This is an optimization exercise on Yosys and OpenROAD, whose aim is a short achievable clock period and few clock cycles, not a production implementation.
Only simulation tests tie the RTL to the original design; equivalence was not proved.
No run shown here takes its clock network from TritonCTS; it comes from the design's own scripts or RTL.
The flow treats the clock pin as an ideal source. Dropping or thinning the clock tree relies on that and would not hold on a real chip.
No activity file was given, so power comes from the tool's default toggle rates.

## design/flow/config.mk

```make
export PLATFORM = sky130hd
export DESIGN_NAME = zigzag_buffer
export DESIGN_NICKNAME = zigzag_buffer
export VERILOG_FILES = /design/flow/design.v
export SDC_FILE = /design/flow/constraint.sdc
export NUM_CORES = 4
export LEC_CHECK = 0
export ABC_CLOCK_PERIOD_IN_PS = 2000
export CAP_MARGIN = 20
export CORE_MARGIN = 2
export CORE_UTILIZATION = 40
export SLEW_MARGIN = 20
export TNS_END_PERCENT = 100
```

## design/flow/constraint.sdc

```tcl
create_clock -name core_clock -period 6.0 [get_ports {clk}]
set_input_delay 1.2000 -clock core_clock [delete_from_list [all_inputs] [get_ports {clk}]]
set_output_delay 1.2000 -clock core_clock [all_outputs]
set_load 0.01 [all_outputs]
```

## design/flow/design.v

```verilog
module zigzag_buffer #(
    parameter int DW = 12
) (
    input  logic              clk,
    input  logic              rst,
    input  logic [DW-1:0]     dcti,
    input  logic              idv,
    input  logic              ordy,
    output logic [DW-1:0]     zzo,
    output logic              odv,
    output logic              osob,
    output logic              ovf
);
    function automatic logic [5:0] zz_addr(input logic [5:0] k);
        case (k)
            6'd0: zz_addr = 6'd0; 6'd1: zz_addr = 6'd1; 6'd2: zz_addr = 6'd8; 6'd3: zz_addr = 6'd16;
            6'd4: zz_addr = 6'd9; 6'd5: zz_addr = 6'd2; 6'd6: zz_addr = 6'd3; 6'd7: zz_addr = 6'd10;
            6'd8: zz_addr = 6'd17; 6'd9: zz_addr = 6'd24; 6'd10: zz_addr = 6'd32; 6'd11: zz_addr = 6'd25;
            6'd12: zz_addr = 6'd18; 6'd13: zz_addr = 6'd11; 6'd14: zz_addr = 6'd4; 6'd15: zz_addr = 6'd5;
            6'd16: zz_addr = 6'd12; 6'd17: zz_addr = 6'd19; 6'd18: zz_addr = 6'd26; 6'd19: zz_addr = 6'd33;
            6'd20: zz_addr = 6'd40; 6'd21: zz_addr = 6'd48; 6'd22: zz_addr = 6'd41; 6'd23: zz_addr = 6'd34;
            6'd24: zz_addr = 6'd27; 6'd25: zz_addr = 6'd20; 6'd26: zz_addr = 6'd13; 6'd27: zz_addr = 6'd6;
            6'd28: zz_addr = 6'd7; 6'd29: zz_addr = 6'd14; 6'd30: zz_addr = 6'd21; 6'd31: zz_addr = 6'd28;
            6'd32: zz_addr = 6'd35; 6'd33: zz_addr = 6'd42; 6'd34: zz_addr = 6'd49; 6'd35: zz_addr = 6'd56;
            6'd36: zz_addr = 6'd57; 6'd37: zz_addr = 6'd50; 6'd38: zz_addr = 6'd43; 6'd39: zz_addr = 6'd36;
            6'd40: zz_addr = 6'd29; 6'd41: zz_addr = 6'd22; 6'd42: zz_addr = 6'd15; 6'd43: zz_addr = 6'd23;
            6'd44: zz_addr = 6'd30; 6'd45: zz_addr = 6'd37; 6'd46: zz_addr = 6'd44; 6'd47: zz_addr = 6'd51;
            6'd48: zz_addr = 6'd58; 6'd49: zz_addr = 6'd59; 6'd50: zz_addr = 6'd52; 6'd51: zz_addr = 6'd45;
            6'd52: zz_addr = 6'd38; 6'd53: zz_addr = 6'd31; 6'd54: zz_addr = 6'd39; 6'd55: zz_addr = 6'd46;
            6'd56: zz_addr = 6'd53; 6'd57: zz_addr = 6'd60; 6'd58: zz_addr = 6'd61; 6'd59: zz_addr = 6'd54;
            6'd60: zz_addr = 6'd47; 6'd61: zz_addr = 6'd55; 6'd62: zz_addr = 6'd62; 6'd63: zz_addr = 6'd63;
            default: zz_addr = 6'd0;
        endcase
    endfunction
    function automatic logic [5:0] zz_pos(input logic [5:0] r);
        case (r)
            6'd0: zz_pos = 6'd0; 6'd1: zz_pos = 6'd1; 6'd2: zz_pos = 6'd5; 6'd3: zz_pos = 6'd6;
            6'd4: zz_pos = 6'd14; 6'd5: zz_pos = 6'd15; 6'd6: zz_pos = 6'd27; 6'd7: zz_pos = 6'd28;
            6'd8: zz_pos = 6'd2; 6'd9: zz_pos = 6'd4; 6'd10: zz_pos = 6'd7; 6'd11: zz_pos = 6'd13;
            6'd12: zz_pos = 6'd16; 6'd13: zz_pos = 6'd26; 6'd14: zz_pos = 6'd29; 6'd15: zz_pos = 6'd42;
            6'd16: zz_pos = 6'd3; 6'd17: zz_pos = 6'd8; 6'd18: zz_pos = 6'd12; 6'd19: zz_pos = 6'd17;
            6'd20: zz_pos = 6'd25; 6'd21: zz_pos = 6'd30; 6'd22: zz_pos = 6'd41; 6'd23: zz_pos = 6'd43;
            6'd24: zz_pos = 6'd9; 6'd25: zz_pos = 6'd11; 6'd26: zz_pos = 6'd18; 6'd27: zz_pos = 6'd24;
            6'd28: zz_pos = 6'd31; 6'd29: zz_pos = 6'd40; 6'd30: zz_pos = 6'd44; 6'd31: zz_pos = 6'd53;
            6'd32: zz_pos = 6'd10; 6'd33: zz_pos = 6'd19; 6'd34: zz_pos = 6'd23; 6'd35: zz_pos = 6'd32;
            6'd36: zz_pos = 6'd39; 6'd37: zz_pos = 6'd45; 6'd38: zz_pos = 6'd52; 6'd39: zz_pos = 6'd54;
            6'd40: zz_pos = 6'd20; 6'd41: zz_pos = 6'd22; 6'd42: zz_pos = 6'd33; 6'd43: zz_pos = 6'd38;
            6'd44: zz_pos = 6'd46; 6'd45: zz_pos = 6'd51; 6'd46: zz_pos = 6'd55; 6'd47: zz_pos = 6'd60;
            6'd48: zz_pos = 6'd21; 6'd49: zz_pos = 6'd34; 6'd50: zz_pos = 6'd37; 6'd51: zz_pos = 6'd47;
            6'd52: zz_pos = 6'd50; 6'd53: zz_pos = 6'd56; 6'd54: zz_pos = 6'd59; 6'd55: zz_pos = 6'd61;
            6'd56: zz_pos = 6'd35; 6'd57: zz_pos = 6'd36; 6'd58: zz_pos = 6'd48; 6'd59: zz_pos = 6'd49;
            6'd60: zz_pos = 6'd57; 6'd61: zz_pos = 6'd58; 6'd62: zz_pos = 6'd62; 6'd63: zz_pos = 6'd63;
            default: zz_pos = 6'd0;
        endcase
    endfunction
    logic [127:0][DW-1:0] r_mem;
    logic [1:0]    r_wblk;
    logic [5:0]    r_wcnt;
    logic [7:0]    r_wel2;      
    logic [7:0]    r_base;      
    logic          r_acc1;
    logic [129:0]  r_wr_a;
    logic [129:0]  r_wr_n;
    logic [129:0]  w_wr;
    logic          r_pend;      
    logic          r_ovf;
    logic [1:0]    r_relblk;
    logic [1:0]    r_rblk;
    logic [1:0]    r_rblk1;     
    logic [5:0]    r_k;
    logic [5:0]    r_za0;       
    logic [5:0]    r_za1;       
    logic          r_av;        
    logic [DW-1:0] r_zzo;
    logic          r_odv;
    logic          r_osob;
    logic          r_olast;
    logic          w_room;
    logic          w_acc;
    logic          w_out_adv;
    logic          w_ld_ok;
    logic          w_load;
    logic [1:0]    w_rblk2;
    logic          w_m0;
    logic          w_m1;
    logic          w_l0;
    logic [7:0]    w_d1;
    logic [5:0]    w_wcnt1;
    logic [1:0]    w_wblk1;
    logic [5:0]    w_wcnt3;
    logic [1:0]    w_wblk3;
    logic [128:0][DW-1:0] w_x;
    assign w_room    = ((r_wblk - r_relblk) != 2'd2) | (r_odv & r_olast & ordy);
    assign w_acc     = idv & w_room;
    assign w_rblk2   = r_rblk1 + {1'b0, (r_k == 6'd62)};
    assign w_m0      = ({r_rblk, r_za0} == {r_wblk, r_wcnt});
    assign w_m1      = ({r_rblk1, r_za1} == {r_wblk, r_wcnt});
    assign w_l0      = (r_rblk1 == r_wblk) ? (r_za1 < r_wcnt) : (r_rblk1 != r_wblk + 2'd1);
    assign w_out_adv = ~r_odv | ordy;
    assign w_ld_ok   = r_av | (w_acc & w_m0);
    assign w_load    = w_out_adv & w_ld_ok;
    assign w_wcnt1   = r_wcnt + 6'd1;
    assign w_wblk1   = r_wblk + {1'b0, (r_wcnt == 6'd63)};
    assign w_wcnt3   = r_wcnt + 6'd3;
    assign w_wblk3   = r_wblk + {1'b0, (r_wcnt >= 6'd61)};
    assign w_d1 = r_wel2 + ~{r_rblk, r_k};
    assign w_wr = r_acc1 ? r_wr_a : r_wr_n;
    always_comb begin
        for (int i = 0; i < 128; i++) begin
            w_x[i] = w_wr[i] ? dcti : r_mem[i];
        end
        w_x[128] = dcti;
    end
    always_ff @(posedge clk) begin
        for (int i = 0; i < 128; i++) begin
            r_mem[i] <= r_pend ? w_x[i + 1] : w_x[i];
        end
        if (w_out_adv) begin
            r_zzo <= w_m0 ? dcti : (r_pend ? r_mem[1] : r_mem[0]);
        end
    end
    always_ff @(posedge clk or negedge rst) begin
        if (!rst) begin
            r_wblk   <= 2'd0;
            r_wcnt   <= 6'd0;
            r_wel2   <= {2'd0, zz_pos(6'd2)};
            r_base   <= {2'd0, zz_pos(6'd1)};
            r_acc1   <= 1'b0;
            r_wr_a   <= 130'd0;
            r_wr_n   <= 130'd1;
            r_pend   <= 1'b0;
            r_ovf    <= 1'b0;
            r_relblk <= 2'd0;
            r_rblk   <= 2'd0;
            r_rblk1  <= 2'd0;
            r_k      <= 6'd0;
            r_za0    <= 6'd0;
            r_za1    <= 6'd1;
            r_av     <= 1'b0;
            r_odv    <= 1'b0;
            r_osob   <= 1'b0;
            r_olast  <= 1'b0;
        end else begin
            if (w_acc) begin
                r_wcnt <= w_wcnt1;
                r_wblk <= w_wblk1;
                r_wel2 <= {w_wblk3, zz_pos(w_wcnt3)};
            end else if (idv) begin
                r_ovf <= 1'b1;
            end
            if (r_odv & ordy & r_olast) begin
                r_relblk <= r_relblk + 2'd1;
            end
            r_acc1 <= w_acc;
            for (int i = 0; i < 130; i++) begin
                r_wr_a[i] <= (r_base == 8'(i));
                if (r_pend) begin
                    r_wr_n[i] <= (i < 129) ? w_wr[(i + 1) % 130] : 1'b0;
                end else begin
                    r_wr_n[i] <= w_wr[i];
                end
            end
            r_pend <= w_load;
            if (w_acc) begin
                r_base <= w_load ? w_d1 : w_d1 + 8'd1;
            end else if (w_load) begin
                r_base <= r_base - 8'd1;
            end
            if (w_load) begin
                r_k     <= r_k + 6'd1;
                r_rblk  <= r_rblk1;
                r_rblk1 <= w_rblk2;
                r_za0   <= r_za1;
                r_za1   <= zz_addr(r_k + 6'd2);
                r_av    <= w_l0 | (w_acc & w_m1);
            end else begin
                r_av    <= r_av | (w_acc & w_m0);
            end
            if (w_out_adv) begin
                r_odv   <= w_ld_ok;
                r_osob  <= w_ld_ok & (r_k == 6'd0);
                r_olast <= w_ld_ok & (r_k == 6'd63);
            end
        end
    end
    assign zzo  = r_zzo;
    assign odv  = r_odv;
    assign osob = r_osob;
    assign ovf  = r_ovf;
endmodule
```

## design/flow/flow/run.sh

```bash
#!/bin/bash
# Standard ORFS layout, except that the clock tree is built by clock_tree.tcl
# (a balanced two-level tree: four root buffers on the clock port, each feeding
# leaf buffers that drive equal-sized groups of nearby flip-flops) instead of
# TritonCTS. Timing repair after CTS and global routing aims at a tighter
# period than the design's clock via SETUP_SLACK_MARGIN.
set -euo pipefail
here="$(pwd)"
# synthesis, floorplan and placement exactly as the standard flow
bash standard.sh synth > "$here/log_synth.log" 2>&1
bash standard.sh place > "$here/log_place.log" 2>&1
export SETUP_SLACK_MARGIN="${MARGIN:-3.9}"
export PRE_CTS_TCL="$here/flow/clock_tree.tcl"
bash standard.sh cts > "$here/log_cts.log" 2>&1
bash standard.sh finish > "$here/log_finish.log" 2>&1
```

## design/flow/flow/clock_tree.tcl

```tcl
# Sourced by ORFS's cts.tcl (PRE_CTS_TCL) in place of TritonCTS: builds a
# balanced two-level clock tree and turns the clock_tree_synthesis call that
# follows into a no-op. Every flip-flop sits two clkbuf_16 stages from the
# clock port; groups are equal in size, so the stages are equally loaded.
proc build_clock_tree {NR NC NW bufname} {
  set block [ord::get_db_block]
  set db [ord::get_db]
  set bufm [$db findMaster $bufname]
  set clknet [$block findNet clk]
  set sinks {}
  foreach it [$clknet getITerms] {
    set l [[$it getInst] getLocation]
    lappend sinks [list [lindex $l 0] [lindex $l 1] $it]
  }
  set n [llength $sinks]
  # leaves: NC columns of equal count by x, each cut into NW groups by y
  set sinks [lsort -integer -index 0 $sinks]
  set groups {}
  for {set c 0} {$c < $NC} {incr c} {
    set a [expr {$c * $n / $NC}]; set b [expr {($c + 1) * $n / $NC - 1}]
    set col [lsort -integer -index 1 [lrange $sinks $a $b]]
    set m [llength $col]
    for {set r 0} {$r < $NW} {incr r} {
      set a2 [expr {$r * $m / $NW}]; set b2 [expr {($r + 1) * $m / $NW - 1}]
      lappend groups [lrange $col $a2 $b2]
    }
  }
  set leaves {}
  set i 0
  foreach g $groups {
    set sx 0; set sy 0
    foreach s $g { incr sx [lindex $s 0]; incr sy [lindex $s 1] }
    set cx [expr {$sx / [llength $g]}]; set cy [expr {$sy / [llength $g]}]
    set b [odb::dbInst_create $block $bufm clkbuf_leaf_$i]
    $b setLocation $cx $cy
    $b setPlacementStatus PLACED
    set net [odb::dbNet_create $block clknet_leaf_$i]
    $net setSigType CLOCK
    [$b findITerm X] connect $net
    foreach s $g { set it [lindex $s 2]; $it disconnect; $it connect $net }
    lappend leaves [list $cx $cy $b]
    incr i
  }
  # roots: the leaves split into quadrants (NR 4), halves (NR 2) or one group
  set rgroups {}
  set sl [lsort -integer -index 0 $leaves]
  set h [expr {[llength $sl] / 2}]
  if {$NR == 1} {
    set rgroups [list $leaves]
  } elseif {$NR == 2} {
    set rgroups [list [lrange $sl 0 [expr {$h - 1}]] [lrange $sl $h end]]
  } else {
    foreach half [list [lrange $sl 0 [expr {$h - 1}]] [lrange $sl $h end]] {
      set hs [lsort -integer -index 1 $half]
      set q [expr {[llength $hs] / 2}]
      lappend rgroups [lrange $hs 0 [expr {$q - 1}]] [lrange $hs $q end]
    }
  }
  set i 0
  foreach g $rgroups {
    set sx 0; set sy 0
    foreach s $g { incr sx [lindex $s 0]; incr sy [lindex $s 1] }
    set cx [expr {$sx / [llength $g]}]; set cy [expr {$sy / [llength $g]}]
    set b [odb::dbInst_create $block $bufm clkbuf_root_$i]
    $b setLocation $cx $cy
    $b setPlacementStatus PLACED
    set net [odb::dbNet_create $block clknet_root_$i]
    $net setSigType CLOCK
    [$b findITerm A] connect $clknet
    [$b findITerm X] connect $net
    foreach s $g { [[lindex $s 2] findITerm A] connect $net }
    incr i
  }
  $clknet setSigType CLOCK
  puts "clock_tree.tcl: $n sinks, [llength $leaves] leaf buffers, [llength $rgroups] root buffers"
}

set nsinks [llength [[[ord::get_db_block] findNet clk] getITerms]]
set side [expr {int(ceil(sqrt($nsinks / 25.0)))}]
build_clock_tree 4 $side $side sky130_fd_sc_hd__clkbuf_16
set_propagated_clock [all_clocks]

proc clock_tree_synthesis {args} {
  puts "clock_tree.tcl: clock tree already built; clock_tree_synthesis skipped"
}
```

## design/flow/standard.sh

```bash
#!/bin/bash
# synth_recipe.tcl (not shown) runs the flow's synth.tcl, then flattens the netlist and writes it again
# the make line also repeats each setting of config.mk as NAME=value (left out here)
make -C /OpenROAD-flow-scripts/flow DESIGN_CONFIG=/design/flow/config.mk WORK_HOME=/design/flow/orfs CLKGATE_MAP_FILE= SYNTH_SCRIPT=/design/flow/synth_recipe.tcl "${@:-finish}"
```

==> impl_metrics.json, run 1 <==
{
  "overflow": 0,
  "irDropWorstVdd_uv": 363,
  "fillers": 17300,
  "period_minus_slack_ns": 2.49,
  "fmax_mhz": 401,
  "register_area_mm2": 0.0391,
  "fp.dieH_um": 448,
  "coreArea_mm2": 0.195,
  "syn_to_final_growth_pct": 16.8,
  "clk_latency_ns": 0.58,
  "crit_type": "reg2reg",
  "hold_path_class": "reg2reg",
  "crit_arrival_ns": 3.00,
  "cpPeakStageDelay_ns": 0.51,
  "skew_ns": 0.0303,
  "synth.top_cells.by_area": "mux2i_1 42%, dfxtp_1 39%, dfrtp_1 9.9%, clkbuf_1 1.4%, buf_2 0.95%",
  "ant_nets": 0,
  "yosys.area.top_type": "mux2i_1",
  "fin_cells": 9057,
  "min_path_cells": 1,
  "grtUsageTotal": 0.175,
  "fp.dieW_um": 448,
  "period_share": 0.415,
  "power_uw": 42300,
  "cp-start-kind": "flip-flop",
  "power.density_mw_per_mm2": 460,
  "synth_edf_count": 24,
  "place_inst": 8671,
  "antenna_found_initial": 2,
  "critPathMostFrequentCell": "ha_4",
  "synthArstFlopShare": 0.169,
  "cts_hold_buffers": 0,
  "cp.depth": 11,
  "clk_pin_slew_worst_paths_ns": 0.11,
  "ioPinCount": 31,
  "syn_nets": 6474,
  "num-nets-final": 6498,
  "grt_max_degree": 139,
  "crit_path_top_delay_cell": "dfrtp_4",
  "yosysSeqAreaShare": 0.497,
  "dieArea_mm2": 0.200,
  "fin_setup_tns_ns": 0,
  "worstRegToRegCells": 11,
  "wirelength_um": 185000,
  "dpl.hpwl_um": 104000,
  "maxCapViolations": 0,
  "finalSetupViolCount": 0,
  "synthDistinctLibCells": 68,
  "crit_fanout": 6,
  "drcViolationCount": 0,
  "rsz0062_at_grt": "true",
  "vias_per_cell": 5.23,
  "crit_chain": "buf_12 -> inv_8 -> ha_4 -> inv_4 -> ha_4 -> buf_4 -> nor2_1 -> o311ai_2 -> o2111ai_2 -> a32oi_1 -> o21ai_1",
  "gp_congestion": 0.772,
  "n_antenna_cell": 0,
  "dr_total_vias": 47400,
  "multiInputGateArea_mm2": 0.0412,
  "syn_inst": 6411,
  "worstMarginPinSlew_ns": 1.05,
  "end_kind": "flip-flop",
  "final_layout_size_suffix_gt1_frac": 0.172,
  "grt_pass1_wl_um": 285000,
  "drt_iter0_markers": 2585,
  "postSynthAreaPerCell_um2": 12.3,
  "leakage_uw": 0.0410,
  "port_buffers": 30,
  "required_ns": 6.51,
  "synth_flop_cell": "dfxtp_1",
  "maxSlewHeadroom": 0.297,
  "synth_warnings": 1,
  "ys_ff_latch": 1863,
  "cp_top_family": "compound AO/OA/AOI/OAI gates",
  "hold_viol": 0,
  "synth_top_area_frac": 0.419,
  "syn-cell-area_mm2": 0.0787,
  "dr.pass1.iters": 7,
  "wl_per_cell_um": 20.4,
  "outcome": "timing/DRC/antenna clean",
  "slew_viol_final": 0,
  "fp-row-count": 162,
  "grt_pass1_vias": 47300,
  "crit_buf_inv": 4,
  "start_util": 0.403
}
==> cells in the mapped netlist (3+ instances only) <==
cell / n
o211ai_1: 8
buf_2: 150
nand2b_1: 5
nor3_1: 18
nand2_1: 67
ha_1: 46
and3_1: 4
nand4_1: 11
dfrtp_1: 310
a21oi_1: 56
nor2b_1: 23
nand3_1: 22
a31oi_1: 8
xor2_1: 16
a311oi_1: 3
clkbuf_1: 304
dfxtp_1: 1524
mux2i_1: 3294
o21ai_0: 29
o31ai_1: 4
a2111oi_0: 3
mux4_2: 5
dfstp_2: 5
inv_1: 30
a211oi_1: 23
o2111ai_1: 4
xnor2_1: 31
edfxtp_1: 24
o221ai_1: 3
nor2_1: 194
buf_1: 94
o311ai_0: 5
a21o_1: 7
mux2_2: 31
==> per-stage QoR <==
stage	worst slack (ns)	instance area [um2]	hold slack, ns	util
after floorplan	3.12	78700	0.443	-
after global placement	1.77	81900	0.463	0.419
after detailed placement	1.76	82000	0.469	0.420
after CTS	3.54	88000	0.493	0.451
after global routing	3.44	92000	0.505	0.471
final	3.51	92000	0.489	0.471
==> layer usage <==
layer  track usage  vias to the layer above  part of all wire
li1              -                    22900                 -
met1         0.259                    23800              0.50
met2         0.283                      525              0.46
met3        0.0112                      182             0.026
met4        0.0266                        0             0.018
met5             0                        -                 0
==> timing repair <==
item	CTS	global route
resized for setup	428	562
setup endpoints to repair	1771	1037
pin swaps	27	39
hold endpoints to repair	0	0
gates cloned	23	24
setup buffers	151	103
==> worst register-to-register path, delay by kind of cell (launching register included) <==
kind | cells | cell delay (ns)
adders and majority gates | 2 | 0.52
AOI/OAI and AO/OA | 4 | 0.91
DFF | 1 | 0.51
and+or+nand+nor | 1 | 0.08
buffers and inverters | 4 | 0.41
==> state kept, by name (all words and copies together) (netlist names), 8 cells and up <==
signal / cells
r_base: 8
r_mem: 1536
r_wel2: 8
r_wr_a: 130
r_wr_n: 130
r_zzo: 12
==> where the power goes <==
group	switching (uW)	leakage, uW	internal [uW]
logic	8350	0.0226	7590
registers	1810	0.0174	18200
clock network	3810	0.00105	2500
==> cells in the final DEF, fill, tap and decap left out, types with 10 or more instances in the layout <==
master	count
dfxtp_1	1524
nor2_1	180
nor3_1	14
ha_1	38
nand2_1	56
edfxtp_1	24
buf_4	215
mux2i_1	2930
mux2i_4	196
buf_16	27
a21oi_1	41
mux2_2	28
a21oi_2	10
a211oi_1	20
xor2_1	13
buf_8	17
nor2_4	13
mux2i_2	168
buf_2	15
buf_12	83
xnor2_1	21
clkbuf_16	96
dfrtp_1	297
nand3_1	19
nand4_1	11
o21ai_0	14
o21ai_1	11
inv_1	20
buf_6	105
nor2b_1	22
==> final cells by class <==
type	count	share of cell area
Tap cell	2624	0.0357
Buffer	85	0.0231
Timing Repair Buffer	483	0.0656
Timing Repair inverter	3	0.000340
Inverter	33	0.00189
Sequential cell	1863	0.426
Multi-Input combinational cell	3966	0.448
==> cells by family after synthesis <==
logic type,Yosys count,synth area share
xor gates and xnor gates,49,0.00564
buffers and inverters,583,0.0303
muxes,3330,0.425
DFF,1863,0.497
adders and majority gates,47,0.00756
AOI/OAI and AO/OA,175,0.0145
and+or+nand+nor,364,0.0205
==> final timing paths <==
path                                             from                     to  slack [ns]
worst max register to register  r_wcnt[0]$_DFFE_PN0N_  r_wel2[2]$_DFFE_PN1N_        3.51
worst min-delay path              r_mem[1531]$_DFF_P_    r_mem[1531]$_DFF_P_        0.49
worst min register to register    r_mem[1531]$_DFF_P_    r_mem[1531]$_DFF_P_        0.49
max in group asynchronous                         rst   r_wr_n[45]$_DFF_PN0_        4.17
min in group asynchronous                         rst  r_wr_n[119]$_DFF_PN0_        0.67
worst max-delay path            r_wcnt[0]$_DFFE_PN0N_  r_wel2[2]$_DFFE_PN1N_        3.51
Testbench counts, summed over its fixed seeds: cycles 22,808.
==> run 2, diff against run 1 <==
--- a/design/flow/flow/clock_tree.tcl
+++ b/design/flow/flow/clock_tree.tcl
@@ -78,3 +78,3 @@
 set nsinks [llength [[[ord::get_db_block] findNet clk] getITerms]]
-set side [expr {int(ceil(sqrt($nsinks / 25.0)))}]
+set side [expr {int(ceil(sqrt($nsinks / 18.0)))}]
 build_clock_tree 4 $side $side sky130_fd_sc_hd__clkbuf_16
==> impl_metrics.json, run 2 <==
{
  "overflow": 0,
  "drcViolationCount": 0,
  "synth_edf_count": 24,
  "syn-cell-area_mm2": 0.0787,
  "hold_viol": 0,
  "p_clk_frac": 0.169,
  "crit_arrival_ns": 3.07,
  "dr_total_vias": 48500,
  "top_register": "r_mem",
  "dpl-instance-area_mm2": 0.0820,
  "stdcell_area_mm2": 0.0972,
  "r2r_slack_ns": 3.51,
  "antenna_found_initial": 3,
  "finalSetupViolCount": 0,
  "crit_chain": "buf_12 -> buf_6 -> o21ai_4 -> buf_12 -> xnor2_4 -> buf_6 -> mux2i_1 -> o221ai_1 -> a21oi_1 -> o21ai_1",
  "fin_setup_tns_ns": 0,
  "post-route-util": 0.498,
  "yosys.area.top_type": "mux2i_1",
  "grt_pass1_vias": 48600,
  "vias_per_cell": 5.29,
  "coreArea_mm2": 0.195,
  "switching_power_uw": 15000,
  "grt_pass1_wl_um": 292000,
  "ioPinCount": 31,
  "yosysSeqAreaShare": 0.497,
  "seqPwrFrac": 0.453,
  "required_ns": 6.58,
  "fp-row-count": 162,
  "fp.dieW_um": 448,
  "clk_latency_ns": 0.65,
  "rsz0062_at_grt": "true",
  "synthDistinctLibCells": 68,
  "syn_inst": 6411,
  "synth_top_area_frac": 0.419,
  "hold_path_class": "reg2reg",
  "postSynthAreaPerCell_um2": 12.3,
  "largest_reg_flops": 1536,
  "grtUsageTotal": 0.179,
  "period_minus_slack_ns": 2.49,
  "irDropWorstVdd_uv": 399,
  "leakage_uw": 0.0409,
  "worstMarginPinSlew_ns": 1.09,
  "p_int_uw": 30300,
  "final_cell_mix": "2640 x mux2i_1, 1524 x dfxtp_1, 414 x mux2i_4",
  "fmax_mhz": 401,
  "synth_flop_cell": "dfxtp_1",
  "outcome": "timing/DRC/antenna clean",
  "cp_top_family": "compound AO/OA/AOI/OAI gates",
  "crit_type": "reg2reg",
  "synth_warnings": 1,
  "num-nets-final": 6608,
  "synthArstFlopShare": 0.169,
  "port_buffers": 30,
  "cp-start-kind": "flip-flop",
  "gp_congestion": 0.772,
  "syn_nets": 6474,
  "holdWs_ns": 0.485,
  "power.density_mw_per_mm2": 467,
  "power_frac_comb": 0.378,
  "crit_fanout": 8,
  "fin_cells": 9168,
  "ys_ff_latch": 1863,
  "wirelength_um": 192000,
  "grt_max_degree": 139,
  "crit_buf_inv": 4,
  "layout_commonest_cell": "mux2i_1",
  "end_kind": "flip-flop",
  "crit_path_top_delay_cell": "dfrtp_4",
  "clk_pin_slew_worst_paths_ns": 0.08,
  "period_share": 0.416,
  "start_util": 0.403,
  "synth.top_cells.by_area": "mux2i_1 42%, dfxtp_1 39%, dfrtp_1 9.9%, clkbuf_1 1.4%, buf_2 0.95%",
  "place_inst": 8671,
  "maxCapViolations": 0,
  "dpl.hpwl_um": 104000,
  "fp.dieH_um": 448,
  "dr.pass1.iters": 5,
  "drt_iter0_markers": 2466,
  "maxSlewHeadroom": 0.271,
  "reg.largest.list": "r_mem (1536), r_wr_a (130), r_wr_n (130)",
  "synth_commonest_cells": "3294 x mux2i_1, 1524 x dfxtp_1, 310 x dfrtp_1",
  "wl_per_cell_um": 21.0,
  "synth.most_common_cell": "mux2i_1",
  "dieArea_mm2": 0.200,
  "slew_viol_final": 0,
  "cpPeakStageDelay_ns": 0.47,
  "ant_nets": 0,
  "skew_ns": 0.0350,
  "swShare": 0.331,
  "final_layout_size_suffix_gt1_frac": 0.233,
  "syn_to_final_growth_pct": 23.4
}
==> run 2: area by class of cell <==
cell class	instances	area [um2]
Antenna cell	1	2.50
Buffer	125	3130
Fill cell	16800	98000
Inverter	33	191
Multi-Input combinational cell	3967	44300
Sequential cell	1863	39100
Tap cell	2624	3280
Timing Repair Buffer	552	7100
Timing Repair inverter	3	31.3
==> run 2: power groups by stage <==
stage | Clock (uW) | Sequential, uW | Combinational, uW
5_1_grt | 8340 | 21000 | 18700
3_3_place_gp | 0 | 19900 | 13000
2_1_floorplan | 0 | 19500 | 10500
4_1_cts | 7890 | 19900 | 15100
3_5_place_dp | 0 | 20100 | 13400
6_report | 7670 | 20500 | 17100
==> run 2: final timing paths <==
kind	depth (start not counted)	endpoint	start
min in group asynchronous	1	r_wr_n[117]$_DFF_PN0_	rst
worst max register to register	10	r_wel2[2]$_DFFE_PN1N_	r_wcnt[0]$_DFFE_PN0N_
worst max-delay path	10	r_wel2[2]$_DFFE_PN1N_	r_wcnt[0]$_DFFE_PN0N_
worst min register to register	1	r_mem[1531]$_DFF_P_	r_mem[1531]$_DFF_P_
max in group asynchronous	2	r_wr_a[42]$_DFF_PN0_	rst
worst min-delay path	1	r_mem[1531]$_DFF_P_	r_mem[1531]$_DFF_P_
==> run 2: worst register-to-register path: stages (launching register included) <==
cell,delay [ns]
dfrtp_4,0.47
buf_12,0.13
buf_6,0.10
o21ai_4,0.06
buf_12,0.15
xnor2_4,0.40
buf_6,0.20
mux2i_1,0.30
o221ai_1,0.23
a21oi_1,0.28
o21ai_1,0.11
==> run 2: kinds of logic (layout without fill, tap and decap cells) <==
kind of cell,Yosys count,after routing,synth area share
AO/OA/AOI/OAI,175,175,0.0145
XOR/XNOR,49,51,0.00564
adder cells (fa/ha/maj),47,47,0.00756
buffers and inverters,583,713,0.0303
flip-flops,1863,1863,0.497
multiplexers,3330,3330,0.425
other,0,1,0
AND/OR/NAND/NOR,364,364,0.0205
==> run 2: repair_timing <==
item / CTS / global route
setup endpoints to repair: 1770 / 1169
resized for setup: 604 / 1053
pin swaps: 44 / 44
hold buffers: 0 / 0
buffers inserted: 203 / 100
gates cloned: 35 / 33
hold endpoints to repair: 0 / 0
==> run 2: per-layer routing <==
layer	part of all wire	global-route usage	vias to the layer above	wire, um
met5	0	0	-	0
li1	-	-	23200	-
met1	0.49	0.264	24500	94200
met4	0.018	0.0282	0	3410
met3	0.028	0.0126	233	5400
met2	0.46	0.291	678	89400
==> run 2: stage by stage <==
step	power, uW	setup slack (ns)
2_1_floorplan	30000	3.12
3_3_place_gp	32900	1.77
3_5_place_dp	33500	1.76
4_1_cts	42900	3.48
5_1_grt	48100	3.49
6_report	45300	3.51
==> run 3, diff against run 2 <==
--- a/design/flow/design.v
+++ b/design/flow/design.v
@@ -59,2 +59,3 @@
     logic [7:0]    r_wel2;      
+    logic [5:0]    r_wc3;       
     logic [7:0]    r_base;      
@@ -87,2 +88,3 @@
     logic [7:0]    w_d1;
+    logic [7:0]    w_d0;
     logic [5:0]    w_wcnt1;
@@ -103,5 +105,6 @@
     assign w_wblk1   = r_wblk + {1'b0, (r_wcnt == 6'd63)};
-    assign w_wcnt3   = r_wcnt + 6'd3;
-    assign w_wblk3   = r_wblk + {1'b0, (r_wcnt >= 6'd61)};
+    assign w_wcnt3   = r_wc3;
+    assign w_wblk3   = r_wblk + {1'b0, (r_wc3 < 6'd3)};
     assign w_d1 = r_wel2 + ~{r_rblk, r_k};
+    assign w_d0 = r_wel2 - {r_rblk, r_k};
     assign w_wr = r_acc1 ? r_wr_a : r_wr_n;
@@ -126,2 +129,3 @@
             r_wel2   <= {2'd0, zz_pos(6'd2)};
+            r_wc3    <= 6'd3;
             r_base   <= {2'd0, zz_pos(6'd1)};
@@ -147,2 +151,3 @@
                 r_wel2 <= {w_wblk3, zz_pos(w_wcnt3)};
+                r_wc3  <= r_wc3 + 6'd1;
             end else if (idv) begin
@@ -164,3 +169,3 @@
             if (w_acc) begin
-                r_base <= w_load ? w_d1 : w_d1 + 8'd1;
+                r_base <= w_load ? w_d1 : w_d0;
             end else if (w_load) begin
--- a/design/flow/flow/clock_tree.tcl
+++ b/design/flow/flow/clock_tree.tcl
@@ -78,3 +78,3 @@
 set nsinks [llength [[[ord::get_db_block] findNet clk] getITerms]]
-set side [expr {int(ceil(sqrt($nsinks / 18.0)))}]
+set side [expr {int(ceil(sqrt($nsinks / 25.0)))}]
 build_clock_tree 4 $side $side sky130_fd_sc_hd__clkbuf_16
==> impl_metrics.json, run 3 <==
{
  "cp_top_family": "compound AO/OA/AOI/OAI gates",
  "power.density_mw_per_mm2": 485,
  "coreArea_mm2": 0.197,
  "clk_pin_slew_worst_paths_ns": 0.10,
  "dr_total_vias": 49300,
  "crit_type": "in2reg",
  "dr.pass1.iters": 5,
  "reg.largest.list": "r_mem (1536), r_wr_a (130), r_wr_n (130)",
  "cp-endpoint": "r_base[7]$_DFFE_PN0P_",
  "final_cell_mix": "2193 x mux2i_1, 1524 x dfxtp_1, 854 x mux2i_4",
  "hold_viol": 0,
  "gp_congestion": 0.754,
  "drt_iter0_markers": 2405,
  "switching_power_uw": 17400,
  "layout_commonest_cell": "mux2i_1",
  "period_share": 0.557,
  "dpl.hpwl_um": 101000,
  "cts_hold_buffers": 0,
  "outcome": "timing/DRC/antenna clean",
  "rsz0062_at_grt": "true",
  "seqPwrFrac": 0.435,
  "crit_chain": "buf_6 -> and3_4 -> nor3_4 -> nand2b_4 -> inv_2 -> a31o_4 -> nand2_8 -> inv_12 -> nor2_4 -> xnor2_2 -> ha_1 -> a21oi_2 -> a21boi_2 -> o21a_1 -> o41a_1 -> a21o_1 -> a31oi_1",
  "worstRegToRegCells": 16,
  "crit_arrival_ns": 3.83,
  "fp-row-count": 163,
  "cp-start-kind": "input port",
  "maxCapViolations": 0,
  "largest_reg_flops": 1536,
  "dieArea_mm2": 0.202,
  "leakage_uw": 0.0409,
  "crit_buf_inv": 3,
  "synth_flop_cell": "dfxtp_1",
  "critPathLaunch": "ordy",
  "power_uw": 50300,
  "synthDistinctLibCells": 71,
  "start_util": 0.402,
  "synth.top_cells.by_area": "mux2i_1 42%, dfxtp_1 39%, dfrtp_1 9.9%, clkbuf_1 1.3%, buf_4 1.2%",
  "wirelength_um": 203000,
  "fmax_mhz": 299,
  "maxSlewHeadroom": 0.362,
  "cpPeakStageDelay_ns": 0.32,
  "r2r-end": "r_base[7]$_DFFE_PN0P_",
  "ioPinCount": 31,
  "ys_ff_latch": 1869,
  "synthArstFlopShare": 0.172,
  "synth_warnings": 1,
  "holdWs_ns": 0.497,
  "overflow": 0,
  "fp.dieH_um": 449,
  "slew_viol_final": 0,
  "syn_nets": 6481,
  "synth_commonest_cells": "3286 x mux2i_1, 1524 x dfxtp_1, 314 x dfrtp_1",
  "grt_pass1_vias": 50100,
  "grt_pass1_wl_um": 292000,
  "crit_fanout": 4,
  "vias_per_cell": 5.33,
  "final_layout_size_suffix_gt1_frac": 0.299,
  "worstMarginPinSlew_ns": 0.956,
  "p_clk_frac": 0.126,
  "grtUsageTotal": 0.176,
  "hold_path_class": "reg2reg",
  "port_buffers": 30,
  "p_int_uw": 32900,
  "power_frac_comb": 0.439,
  "irDropWorstVdd_uv": 407,
  "skew_ns": 0.0160,
  "cp.depth": 17,
  "end_kind": "flip-flop",
  "clk_latency_ns": 0.57,
  "finalSetupViolCount": 0,
  "required_ns": 6.49,
  "swShare": 0.346,
  "fin_setup_tns_ns": 0,
  "fp.dieW_um": 449,
  "synth.most_common_cell": "mux2i_1",
  "num-nets-final": 6673,
  "ant_nets": 0,
  "period_minus_slack_ns": 3.34,
  "drcViolationCount": 0,
  "yosysSeqAreaShare": 0.496,
  "crit_path_top_delay_cell": "o41a_1",
  "synth_edf_count": 24,
  "grt_max_degree": 143,
  "reg2reg_from": "r_wblk[0]$_DFFE_PN0N_",
  "wl_per_cell_um": 21.9,
  "fillers": 16400,
  "postSynthAreaPerCell_um2": 12.3,
  "yosys.area.top_type": "mux2i_1",
  "antenna_found_initial": 3,
  "synth_top_area_frac": 0.415,
  "r2r_slack_ns": 2.76,
  "syn_to_final_growth_pct": 31.1,
  "syn_inst": 6416,
  "top_register": "r_mem",
  "syn-cell-area_mm2": 0.0792
}
## run 3: cell count changes in the layout (fill, tap and decap cells not counted), sizes merged, moves of 6 or more
cell    previous run  this run
inv               29        19
o21ai             30        36
xor2              16        30
clkbuf           142       124
diode              1        11
xnor2             35        21
buf              527       609
nand2             67       110
nor3              18        10
nor2             194       187
mux2i           3294      3286
## run 3: power by group through the flow
| stage | registers (uW) | clock network, uW | logic [uW] |
|---|---|---|---|
| detailed placement | 20700 | 0 | 16900 |
| finish | 21900 | 6340 | 22100 |
| global route | 22400 | 6970 | 24000 |
| global placement | 20500 | 0 | 16400 |
| floorplan | 19900 | 0 | 13700 |
| CTS | 20800 | 6550 | 19100 |
## run 3: cell families (layout without fill, tap and decap cells)
family	after synthesis	count (layout)	synth area share
multiplexers	3318	3318	0.421
XOR/XNOR	51	51	0.00564
other	0	11	0
adder cells (fa/ha/maj)	49	49	0.00784
flip-flops	1869	1869	0.496
buffers and inverters	573	762	0.0349
AO/OA/AOI/OAI	165	165	0.0131
AND/OR/NAND/NOR	391	392	0.0219
## run 3: worst min path at each step
stage,from,end,cells after the start
6_report,r_mem[1528]$_DFF_P_,r_mem[1528]$_DFF_P_,1
5_1_grt,r_mem[1527]$_DFF_P_,r_mem[1527]$_DFF_P_,1
4_1_cts,r_mem[1531]$_DFF_P_,r_mem[1531]$_DFF_P_,1
3_5_place_dp,r_mem[1531]$_DFF_P_,r_mem[1531]$_DFF_P_,1
3_3_place_gp,r_mem[1533]$_DFF_P_,r_mem[1533]$_DFF_P_,1
2_1_floorplan,r_olast$_DFFE_PN0P_,r_olast$_DFFE_PN0P_,2
## run 3: final cells by class
type | count | area (um2) | share of cell area
repair inverters | 1 | 8.76 | 0.0000844
well taps | 2640 | 3300 | 0.0318
repair buffers | 653 | 9620 | 0.0927
inverters | 23 | 126 | 0.00122
plain buffers | 85 | 2130 | 0.0205
flip-flops and latches | 1869 | 39300 | 0.379
diodes | 11 | 27.5 | 0.000265
multi-input cells | 3975 | 49300 | 0.475
## run 3: stage by stage
stage               setup slack, ns  cell area (um2)  std cells   util
floorplan                      2.00            79200       6416      -
global route                   2.58           104000       9257  0.527
global placement              0.904            81700       8656  0.415
finish                         2.66           104000       9257  0.527
detailed placement            0.927            82000       8662  0.416
CTS                            2.64            93400       9091  0.474
## run 3: what timing repair did
action | CTS | global route
hold endpoints to repair | 0 | 0
setup buffers | 275 | 113
pin swaps | 39 | 31
setup endpoints to repair | 1789 | 1550
cloned | 69 | 42
resized for setup | 1157 | 1517
## run 3: per-layer routing
metal  global-route usage  routed length (um)
met1                0.248               94000
met2                0.297               98100
met3               0.0120                5330
met4               0.0354                5690
met5                    0                   0
Testbench counts of run 3, summed over its fixed seeds: cycles 22,808.
==> run 4, diff against run 3 <==
--- a/design/flow/config.mk
+++ b/design/flow/config.mk
@@ -10,3 +10,3 @@
 export CORE_MARGIN = 2
-export CORE_UTILIZATION = 40
+export CORE_UTILIZATION = 55
 export SLEW_MARGIN = 20
==> impl_metrics.json, run 4 <==
{
  "outcome": "timing/DRC/antenna clean",
  "crit_arrival_ns": 3.80,
  "coreArea_mm2": 0.143,
  "antenna_found_initial": 2,
  "syn_nets": 6481,
  "leakage_uw": 0.0416,
  "final_cell_mix": "2864 x mux2i_1, 1524 x dfxtp_1, 304 x dfrtp_1",
  "synth_edf_count": 24,
  "required_ns": 6.48,
  "end_kind": "flip-flop",
  "dpl-instance-area_mm2": 0.0812,
  "finalSetupViolCount": 0,
  "hold_viol": 0,
  "cp_top_family": "compound AO/OA/AOI/OAI gates",
  "start_util": 0.553,
  "cpPeakStageDelay_ns": 0.33,
  "clk_pin_slew_worst_paths_ns": 0.10,
  "grt_pass1_vias": 46600,
  "yosysSeqAreaShare": 0.496,
  "fp.dieW_um": 383,
  "syn_to_final_growth_pct": 14.8,
  "r2r_slack_ns": 2.82,
  "worstRegToRegCells": 14,
  "skew_ns": 0.0237,
  "syn_inst": 6416,
  "port_buffers": 30,
  "synth_commonest_cells": "3286 x mux2i_1, 1524 x dfxtp_1, 314 x dfrtp_1",
  "clk_latency_ns": 0.57,
  "num-nets-final": 6487,
  "synth.most_common_cell": "mux2i_1",
  "hold_path_class": "reg2reg",
  "yosys.area.top_type": "mux2i_1",
  "largest_reg_flops": 1536,
  "layout_commonest_cell": "mux2i_1",
  "rsz0062_at_grt": "true",
  "critPathLaunch": "ordy",
  "fp-row-count": 139,
  "post-route-util": 0.634,
  "synth_warnings": 1,
  "dpl.hpwl_um": 101000,
  "dr_total_vias": 46800,
  "worstMarginPinSlew_ns": 1.16,
  "stdcell_area_mm2": 0.0909,
  "ys_ff_latch": 1869,
  "overflow": 0,
  "top_register": "r_mem",
  "crit_fanout": 3,
  "power.density_mw_per_mm2": 504,
  "crit_buf_inv": 3,
  "dieArea_mm2": 0.147,
  "crit_path_top_delay_cell": "ha_1",
  "drcViolationCount": 0,
  "synth_flop_cell": "dfxtp_1",
  "cp-start-kind": "input port",
  "period_minus_slack_ns": 3.31,
  "slew_viol_final": 0,
  "reg.largest.list": "r_mem (1536), r_wr_a (130), r_wr_n (130)",
  "ioPinCount": 31,
  "synthDistinctLibCells": 71,
  "cp-endpoint": "r_base[7]$_DFFE_PN0P_",
  "postSynthAreaPerCell_um2": 12.3,
  "fin_setup_tns_ns": 0,
  "gp_congestion": 0.772,
  "grt_pass1_wl_um": 271000,
  "dr.pass1.iters": 5,
  "synth_top_area_frac": 0.415,
  "wl_per_cell_um": 21.0,
  "maxSlewHeadroom": 0.223,
  "period_share": 0.552,
  "grt_max_degree": 128,
  "synth.top_cells.by_area": "mux2i_1 42%, dfxtp_1 39%, dfrtp_1 9.9%, clkbuf_1 1.3%, buf_4 1.2%",
  "wirelength_um": 175000,
  "power_uw": 45800,
  "irDropWorstVdd_uv": 404,
  "ant_nets": 0,
  "cp.depth": 17,
  "maxCapViolations": 0,
  "grtUsageTotal": 0.224,
  "reg2reg_from": "r_wblk[1]$_DFFE_PN0N_",
  "crit_chain": "buf_6 -> and3_4 -> nor3_4 -> nand2b_4 -> inv_4 -> a31o_4 -> nand2_8 -> inv_8 -> nor2_4 -> xnor2_2 -> ha_1 -> a21oi_2 -> a21boi_2 -> o21a_1 -> o41a_1 -> a21o_1 -> a31oi_1",
  "fmax_mhz": 302,
  "vias_per_cell": 5.63,
  "drt_iter0_markers": 2337,
  "synthArstFlopShare": 0.172,
  "r2r-end": "r_base[7]$_DFFE_PN0P_",
  "syn-cell-area_mm2": 0.0792,
  "crit_type": "in2reg",
  "fp.dieH_um": 383,
  "final_layout_size_suffix_gt1_frac": 0.171
}
run 4: kinds of logic after synthesis:
family	Yosys count	share of synthesized area
XOR/XNOR	51	0.00564
AND/OR/NAND/NOR	391	0.0219
adder cells (fa/ha/maj)	49	0.00784
AO/OA/AOI/OAI	165	0.0131
buffers and inverters	573	0.0349
flip-flops	1869	0.496
multiplexers	3318	0.421
run 4: worst min path at each step:
stage	startpoint	slack [ns]	to	depth (start not counted)
after floorplan	r_olast$_DFFE_PN0P_	0.44	r_olast$_DFFE_PN0P_	2
final	r_za1[0]$_DFFE_PN1P_	0.49	r_za1[0]$_DFFE_PN1P_	2
after global placement	r_mem[1535]$_DFF_P_	0.46	r_mem[1535]$_DFF_P_	1
after global routing	r_za1[0]$_DFFE_PN1P_	0.50	r_za1[0]$_DFFE_PN1P_	2
after detailed placement	r_mem[1535]$_DFF_P_	0.47	r_mem[1535]$_DFF_P_	1
after CTS	r_za1[0]$_DFFE_PN1P_	0.48	r_za1[0]$_DFFE_PN1P_	2
run 4: repair_timing:
item / 4_1_cts / 5_1_grt
buffers inserted: 158 / 87
endpoints found under the setup margin: 1769 / 892
hold buffers: 0 / 0
resized for setup: 377 / 614
gates cloned: 16 / 30
pin swaps: 38 / 33
run 4: cell type report:
class                           count  area (um2)
Fill cell                       11200       52400
Multi-Input combinational cell   3976       41000
Sequential cell                  1869       39300
Timing Repair Buffer              467        5920
Tap cell                         1903        2380
Buffer                             85        2130
Inverter                           23         114
Antenna cell                        1        2.50
run 4: report_power, final:
group / leakage [uW] / internal [uW] / switching (uW)
combinational: 0.0230 / 9180 / 9790
sequential: 0.0175 / 18500 / 2040
clock: 0.00105 / 2500 / 3780
total: 0.0416 / 30200 / 15600
run 4: metrics by stage:
stage | hold WS (ns) | std cells | setup WS, ns
global placement | 0.463 | 7936 | 0.935
floorplan | 0.442 | 6416 | 2.00
global route | 0.496 | 8323 | 2.59
finish | 0.486 | 8324 | 2.69
detailed placement | 0.469 | 7947 | 0.869
CTS | 0.484 | 8206 | 2.71
run 4: layer usage:
metal / vias to the layer above / global-route usage / wire length, um
met5: - / 0 / 13
met4: 2 / 0.0410 / 3520
met3: 147 / 0.0159 / 4230
met2: 410 / 0.364 / 79300
met1: 23500 / 0.330 / 87900
li1: 22800 / - / -
run 4: tightest hold or removal path, cell delays in order (launching register included):
cell	delay (ns)
dfstp_2	0.39
nand2_1	0.05
o31ai_1	0.05
==> run 5, diff against run 4 <==
--- a/design/flow/design.v
+++ b/design/flow/design.v
@@ -60,3 +60,4 @@
     logic [5:0]    r_wc3;       
-    logic [7:0]    r_base;      
+    logic [7:0]    r_wel1;      
+    logic [7:0]    w_base;      
     logic          r_acc1;
@@ -74,2 +75,3 @@
     logic          r_av;        
+    logic          r_m0;        
     logic [DW-1:0] r_zzo;
@@ -86,5 +88,5 @@
     logic          w_m1;
+    logic          w_m0p;
+    logic          w_m1p;
     logic          w_l0;
-    logic [7:0]    w_d1;
-    logic [7:0]    w_d0;
     logic [5:0]    w_wcnt1;
@@ -97,4 +99,6 @@
     assign w_rblk2   = r_rblk1 + {1'b0, (r_k == 6'd62)};
-    assign w_m0      = ({r_rblk, r_za0} == {r_wblk, r_wcnt});
+    assign w_m0      = r_m0;
     assign w_m1      = ({r_rblk1, r_za1} == {r_wblk, r_wcnt});
+    assign w_m0p     = ({r_rblk, r_za0} == {w_wblk1, w_wcnt1});
+    assign w_m1p     = ({r_rblk1, r_za1} == {w_wblk1, w_wcnt1});
     assign w_l0      = (r_rblk1 == r_wblk) ? (r_za1 < r_wcnt) : (r_rblk1 != r_wblk + 2'd1);
@@ -107,4 +111,3 @@
     assign w_wblk3   = r_wblk + {1'b0, (r_wc3 < 6'd3)};
-    assign w_d1 = r_wel2 + ~{r_rblk, r_k};
-    assign w_d0 = r_wel2 - {r_rblk, r_k};
+    assign w_base = r_wel1 - {r_rblk, r_k};
     assign w_wr = r_acc1 ? r_wr_a : r_wr_n;
@@ -130,3 +133,3 @@
             r_wc3    <= 6'd3;
-            r_base   <= {2'd0, zz_pos(6'd1)};
+            r_wel1   <= {2'd0, zz_pos(6'd1)};
             r_acc1   <= 1'b0;
@@ -143,2 +146,3 @@
             r_av     <= 1'b0;
+            r_m0     <= 1'b1;
             r_odv    <= 1'b0;
@@ -150,2 +154,3 @@
                 r_wblk <= w_wblk1;
+                r_wel1 <= r_wel2;
                 r_wel2 <= {w_wblk3, zz_pos(w_wcnt3)};
@@ -160,3 +165,3 @@
             for (int i = 0; i < 130; i++) begin
-                r_wr_a[i] <= (r_base == 8'(i));
+                r_wr_a[i] <= (w_base == 8'(i));
                 if (r_pend) begin
@@ -168,7 +173,2 @@
             r_pend <= w_load;
-            if (w_acc) begin
-                r_base <= w_load ? w_d1 : w_d0;
-            end else if (w_load) begin
-                r_base <= r_base - 8'd1;
-            end
             if (w_load) begin
@@ -180,4 +180,6 @@
                 r_av    <= w_l0 | (w_acc & w_m1);
+                r_m0    <= w_acc ? w_m1p : w_m1;
             end else begin
                 r_av    <= r_av | (w_acc & w_m0);
+                r_m0    <= w_acc ? w_m0p : w_m0;
             end
--- a/design/flow/config.mk
+++ b/design/flow/config.mk
@@ -10,3 +10,3 @@
 export CORE_MARGIN = 2
-export CORE_UTILIZATION = 55
+export CORE_UTILIZATION = 40
 export SLEW_MARGIN = 20
==> impl_metrics.json, run 5 <==
{
  "place_inst": 8684,
  "syn_to_final_growth_pct": 36.9,
  "power.density_mw_per_mm2": 258,
  "cp-start-kind": "flip-flop",
  "top_register": "r_mem",
  "reg.largest.list": "r_mem (1536), r_wr_a (130), r_wr_n (130)",
  "outcome": "timing/DRC/antenna clean",
  "start_util": 0.403,
  "synth_edf_count": 24,
  "synthDistinctLibCells": 69,
  "reg2reg_from": "r_wel1[0]$_DFFE_PN1P_",
  "antenna_found_initial": 4,
  "grt_max_degree": 112,
  "gp_congestion": 0.782,
  "synth_commonest_cells": "3287 x mux2i_1, 1524 x dfxtp_1, 335 x clkbuf_1",
  "synthArstFlopShare": 0.172,
  "min_path_cells": 2,
  "num-nets-final": 6774,
  "post-route-util": 0.551,
  "syn_inst": 6449,
  "port_buffers": 30,
  "crit_type": "reg2reg",
  "cpPeakStageDelay_ns": 0.39,
  "dr_total_vias": 51200,
  "multiInputGateArea_mm2": 0.0526,
  "hold_end": "r_za1[0]$_DFFE_PN1P_",
  "hold_start": "r_za1[0]$_DFFE_PN1P_",
  "end_kind": "flip-flop",
  "dieArea_mm2": 0.202,
  "irDropWorstVdd_uv": 353,
  "required_ns": 6.47,
  "hold_path_class": "reg2reg",
  "cp_top_family": "buffers and inverters",
  "syn-cell-area_mm2": 0.0794,
  "layout_commonest_cell": "mux2i_1",
  "fp.dieW_um": 450,
  "grtUsageTotal": 0.191,
  "fillers": 15600,
  "worstRegToRegCells": 13,
  "dr.pass1.iters": 5,
  "r2r_slack_ns": 3.29,
  "synth_top_area_frac": 0.414,
  "slew_viol_final": 0,
  "yosysSeqAreaShare": 0.495,
  "clk_latency_ns": 0.59,
  "fp.dieH_um": 450,
  "drcViolationCount": 0,
  "synth_flop_cell": "dfxtp_1",
  "grt_pass1_wl_um": 312000,
  "dpl-instance-area_mm2": 0.0823,
  "maxCapViolations": 0,
  "crit_fanout": 32,
  "period_share": 0.452,
  "synth.most_common_cell": "mux2i_1",
  "fin_cells": 9354,
  "period_minus_slack_ns": 2.71,
  "largest_reg_flops": 1536,
  "dpl.hpwl_um": 106000,
  "skew_ns": 0.0344,
  "final_layout_size_suffix_gt1_frac": 0.354,
  "coreArea_mm2": 0.197,
  "drt_iter0_markers": 2974,
  "overflow": 0,
  "synth.top_cells.by_area": "mux2i_1 41%, dfxtp_1 38%, dfrtp_1 9.9%, clkbuf_1 1.6%, buf_4 1.0%",
  "finalSetupViolCount": 0,
  "wl_per_cell_um": 23.3,
  "maxSlewHeadroom": 0.337,
  "fmax_mhz": 369,
  "ioPinCount": 31,
  "register_area_mm2": 0.0393,
  "leakage_uw": 0.0403,
  "r2r-end": "r_wr_a[59]$_DFF_PN0_",
  "ant_nets": 0,
  "fin_setup_tns_ns": 0,
  "vias_per_cell": 5.47,
  "postSynthAreaPerCell_um2": 12.3,
  "hold_viol": 0,
  "syn_nets": 6508,
  "critPathLaunch": "r_wel1[0]$_DFFE_PN1P_",
  "crit_buf_inv": 5,
  "clk_pin_slew_worst_paths_ns": 0.10,
  "wirelength_um": 218000,
  "yosys.area.top_type": "mux2i_1",
  "fp-row-count": 163,
  "crit_chain": "inv_4 -> ha_4 -> inv_2 -> fa_2 -> a21oi_2 -> o211ai_1 -> a21oi_2 -> buf_6 -> xor2_4 -> buf_12 -> nand3_1 -> buf_12 -> nor3_1",
  "ys_ff_latch": 1870,
  "stdcell_area_mm2": 0.109,
  "crit_path_top_delay_cell": "dfstp_2",
  "synth_warnings": 1,
  "grt_pass1_vias": 51300,
  "rsz0062_at_grt": "true",
  "crit_arrival_ns": 3.18,
  "final_cell_mix": "2034 x mux2i_1, 1524 x dfxtp_1, 949 x mux2i_4",
  "worstMarginPinSlew_ns": 0.994
}
run 5: changes by cell type after synthesis, moves of 26 or more:
| cell | previous run | this run |
|---|---|---|
| nor2_1 | 187 | 37 |
| nor4_1 | 2 | 86 |
| clkbuf_1 | 283 | 335 |
| nor3_1 | 9 | 56 |
| buf_2 | 22 | 48 |
run 5: final cells by class:
| cell class | instances | area share |
|---|---|---|
| inverters | 34 | 0.00166 |
| diodes | 1 | 0.0000230 |
| multi-input cells | 3978 | 0.484 |
| repair inverters | 3 | 0.000253 |
| flip-flops and latches | 1870 | 0.362 |
| plain buffers | 85 | 0.0196 |
| repair buffers | 743 | 0.102 |
| well taps | 2640 | 0.0304 |
run 5: where the power goes:
part	switching [uW]	leakage [uW]	total (uW)	internal [uW]
Clock	3870	0.00105	6370	2500
Sequential	502	0.0175	13700	13200
Combinational	4800	0.0217	8050	3250
Total	9170	0.0403	28100	18900
run 5: what timing repair did:
action | 4_1_cts | 5_1_grt
resized for setup | 1268 | 2019
endpoints found under the setup margin | 1879 | 1764
hold buffers | 0 | 0
buffers inserted | 307 | 138
gates cloned | 98 | 41
pin swaps | 58 | 60
run 5: cell families after synthesis:
group,after synthesis,synth area share
multiplexers,3317,0.419
flip-flops,1870,0.495
buffers and inverters,608,0.0346
AND/OR/NAND/NOR,382,0.0243
AO/OA/AOI/OAI,176,0.0141
XOR/XNOR,52,0.00583
adder cells (fa/ha/maj),44,0.00700
run 5: how the worst max path moves through the flow:
| stage | end | cells after the start |
|---|---|---|
| 3_3_place_gp | r_k[5]$_DFFE_PN0P_ | 11 |
| 2_1_floorplan | r_k[5]$_DFFE_PN0P_ | 9 |
| 5_1_grt | r_wr_a[59]$_DFF_PN0_ | 13 |
| 6_report | r_wr_a[59]$_DFF_PN0_ | 13 |
| 3_5_place_dp | r_k[5]$_DFFE_PN0P_ | 11 |
| 4_1_cts | r_wr_a[43]$_DFF_PN0_ | 13 |
run 5: layer usage:
layer / share of wire / up-vias / global-route usage / wire, um
li1: - / 24000 / - / -
met3: 0.030 / 288 / 0.0173 / 6560
met2: 0.48 / 814 / 0.321 / 105000
met5: 0.000032 / - / 0 / 7
met1: 0.46 / 26100 / 0.266 / 100000
met4: 0.028 / 2 / 0.0388 / 6190
run 5: per-stage QoR:
step	power [uW]	setup slack (ns)	hold WS (ns)
2_1_floorplan	16400	3.22	0.439
3_3_place_gp	17600	1.86	0.453
3_5_place_dp	17700	1.78	0.454
4_1_cts	26400	3.47	0.477
5_1_grt	29000	3.20	0.491
6_report	28100	3.29	0.473
run 5: worst reg2reg max path: stages, from the launching register on:
cell and delay [ns]:
dfstp_2 0.39, inv_4 0.07, ha_4 0.14, inv_2 0.04, fa_2 0.38, a21oi_2 0.19, o211ai_1 0.11, a21oi_2 0.15
buf_6 0.15, xor2_4 0.18, buf_12 0.13, nand3_1 0.15, buf_12 0.22, nor3_1 0.29
Testbench counts of run 5, summed over its fixed seeds: cycles 22,808.
==> run 6, diff against run 5 <==
--- a/design/flow/config.mk
+++ b/design/flow/config.mk
@@ -10,3 +10,3 @@
 export CORE_MARGIN = 2
-export CORE_UTILIZATION = 40
+export CORE_UTILIZATION = 55
 export SLEW_MARGIN = 20
==> impl_metrics.json, run 6 <==
{
  "drcViolationCount": 0,
  "slew_viol_final": 0,
  "overflow": 0,
  "antenna_found_initial": 0,
  "required_ns": 6.46,
  "fin_setup_tns_ns": 0,
  "dpl-instance-area_mm2": 0.0814,
  "period_minus_slack_ns": 2.74,
  "syn-cell-area_mm2": 0.0794,
  "vias_per_cell": 6.03,
  "fmax_mhz": 366,
  "dpl.hpwl_um": 102000,
  "hold_viol": 0,
  "syn_inst": 6449,
  "num-nets-final": 6838,
  "pre_cts_ws_ns": 1.79,
  "place_inst": 7940,
  "irDropWorstVdd_uv": 411,
  "p_clk_frac": 0.227,
  "grt_max_degree": 141,
  "synth.top_cells.by_area": "mux2i_1 41%, dfxtp_1 38%, dfrtp_1 9.9%, clkbuf_1 1.6%, buf_4 1.0%",
  "power_frac_comb": 0.284,
  "finalSetupViolCount": 0,
  "leakage_uw": 0.0407,
  "fp-row-count": 139,
  "port_buffers": 30,
  "wirelength_um": 228000,
  "layout_commonest_cell": "mux2i_1",
  "ys_ff_latch": 1870,
  "ant_nets": 0,
  "stdcell_area_mm2": 0.111,
  "p_int_uw": 18900,
  "fp.dieW_um": 384,
  "worstMarginPinSlew_ns": 1.09,
  "outcome": "timing/DRC/antenna clean",
  "gp_congestion": 0.819,
  "synthDistinctLibCells": 69,
  "postSynthAreaPerCell_um2": 12.3,
  "yosysSeqAreaShare": 0.495,
  "synth_top_area_frac": 0.414,
  "crit_type": "reg2reg",
  "n_antenna_cell": 0,
  "fin_cells": 8680,
  "power.density_mw_per_mm2": 254,
  "synth_flop_cell": "dfxtp_1",
  "clk_latency_ns": 0.58,
  "ioPinCount": 31,
  "largest_reg_flops": 1536,
  "start_util": 0.553,
  "fp.dieH_um": 384,
  "top_register": "r_mem",
  "grtUsageTotal": 0.258,
  "reg.largest.list": "r_mem (1536), r_wr_a (130), r_wr_n (130)",
  "cts_hold_buffers": 0,
  "wl_per_cell_um": 26.3,
  "synthArstFlopShare": 0.172,
  "swShare": 0.327,
  "cp-start-kind": "flip-flop",
  "layout_setup_ws_ns": 3.26,
  "power_uw": 28100,
  "crit_fanout": 8,
  "hold_path_class": "reg2reg",
  "coreArea_mm2": 0.143,
  "synth.most_common_cell": "mux2i_1",
  "maxSlewHeadroom": 0.275,
  "end_kind": "flip-flop",
  "drt_iter0_markers": 2890,
  "yosys.area.top_type": "mux2i_1",
  "clk_pin_slew_worst_paths_ns": 0.10,
  "seqPwrFrac": 0.489,
  "final_cell_mix": "1907 x mux2i_1, 1524 x dfxtp_1, 1095 x mux2i_4",
  "skew_ns": 0.0338,
  "syn_to_final_growth_pct": 39.5,
  "crit_arrival_ns": 3.20,
  "maxCapViolations": 0,
  "dr_total_vias": 52400,
  "dieArea_mm2": 0.147,
  "synth_warnings": 1,
  "final_layout_size_suffix_gt1_frac": 0.383,
  "rsz0062_at_grt": "true",
  "dr.pass1.iters": 5,
  "period_share": 0.456,
  "grt_pass1_wl_um": 305000,
  "synth_edf_count": 24,
  "grt_pass1_vias": 50300,
  "syn_nets": 6508,
  "synth_commonest_cells": "3287 x mux2i_1, 1524 x dfxtp_1, 335 x clkbuf_1",
  "switching_power_uw": 9210
}
-- run 6: stage by stage --
| step | hold slack [ns] | utilization |
|---|---|---|
| final | 0.473 | 0.772 |
| after global routing | 0.505 | 0.772 |
| after floorplan | 0.439 | - |
| after detailed placement | 0.452 | 0.567 |
| after CTS | 0.475 | 0.654 |
| after global placement | 0.447 | 0.566 |
-- run 6: power groups by stage --
stage	combinational (uW)	clock [uW]	sequential, uW
after floorplan	2750	0	13600
after global placement	3880	0	13800
after detailed placement	3960	0	13800
after CTS	6120	6500	13600
after global routing	8250	6920	13800
final	7980	6390	13800
-- run 6: final timing paths --
kind,start,to,cells past startpoint,slack (ns)
worst min register to register,r_za1[0]$_DFFE_PN1P_,r_za1[0]$_DFFE_PN1P_,2,0.47
worst max-delay path,r_k[0]$_DFFE_PN0P_,r_wr_a[111]$_DFF_PN0_,10,3.26
worst max register to register,r_k[0]$_DFFE_PN0P_,r_wr_a[111]$_DFF_PN0_,10,3.26
max in group asynchronous,rst,r_wr_n[35]$_DFF_PN0_,2,4.31
min in group asynchronous,rst,r_wc3[3]$_DFFE_PN0P_,1,0.55
worst min-delay path,r_za1[0]$_DFFE_PN1P_,r_za1[0]$_DFFE_PN1P_,2,0.47
-- run 6: cells by family (layout without fill, tap and decap cells) --
family | count (synthesis) | in the layout | share of synthesized area
muxes | 3317 | 3317 | 0.419
buffers and inverters | 608 | 931 | 0.0346
AOI/OAI and AO/OA | 176 | 177 | 0.0141
and+or+nand+nor | 382 | 386 | 0.0243
adders and majority gates | 44 | 44 | 0.00700
xor gates and xnor gates | 52 | 52 | 0.00583
DFF | 1870 | 1870 | 0.495
-- run 6: layout make-up --
class / instances / area, um2
multi-input combinational: 3976 / 54400
fill: 8427 / 32700
tap: 1903 / 2380
timing repair inverter: 2 / 25.0
buffer: 85 / 2130
inverter: 34 / 181
timing repair buffer: 810 / 12300
sequential: 1870 / 39300
-- run 6: repair_timing --
item,CTS,global route
cloned,81,83
endpoints found under the setup margin,1905,1856
gates resized for setup,1215,2489
setup buffers,303,188
pin swaps,78,52
-- run 6: metal layers --
layer  part of all wire  GRT usage
met5                  0          0
met4              0.035     0.0624
met3              0.038     0.0187
met2               0.49      0.431
met1               0.44      0.364
-- run 6: worst max-delay path, cell delays in order, from the launching register on --
cell and delay [ns]:
dfrtp_2 0.45, ha_4 0.18, inv_2 0.05, fa_2 0.37, a21oi_4 0.16, buf_4 0.14, o21bai_4 0.06, xor2_2 0.17
or3_4 0.51, buf_16 0.23, nor4_4 0.29

[separate check: timing with driven ports]
The flow's constraints put no driver on any port. The routed layouts listed below were extracted and timed again, unchanged, in two steps.
Step 1 sets driving cells, clkbuf_16 on the clock port and buf_2 on the other inputs (assumed; they add their load-dependent delay and slew).
Step 2 times the ports against the registers' clock, not the clock port: input delays grow and output delays shrink by t, the midpoint of the rising clock arrivals with the driver on.
Three values: ideal, step 1, step 2; two values: the first two.
| run | t (ns) | setup slack, ns | worst hold slack (ns) | slew at the worst register clock pin (ns) | worst data-port slew with drivers (ns) |
|---|---|---|---|---|---|
| run 1 | 0.738 | 3.508 / 3.453 / 3.110 | 0.489 / 0.489 / 0.489 | 0.11 / 0.11 | 0.09 |
| run 2 | 0.809 | 3.506 / 3.377 / 3.064 | 0.485 / 0.485 / 0.485 | 0.09 / 0.09 | 0.11 |
| run 3 | 0.741 | 2.656 / 2.758 / 2.062 | 0.497 / 0.452 / 0.497 | 0.11 / 0.11 | 0.37 |
| run 4 | 0.730 | 2.687 / 2.817 / 2.095 | 0.486 / 0.438 / 0.486 | 0.10 / 0.10 | 0.07 |
| run 5 | 0.757 | 3.290 / 3.290 / 3.099 | 0.473 / 0.473 / 0.473 | 0.10 / 0.10 | 0.28 |
| run 6 | 0.739 | 3.264 / 3.264 / 2.899 | 0.473 / 0.421 / 0.473 | 0.10 / 0.10 | 0.37 |
After both steps every run listed still meets setup and hold. For run 3, which loses most, drivers alone change the setup slack by +0.102 ns; drivers and shift together by -0.594 ns.
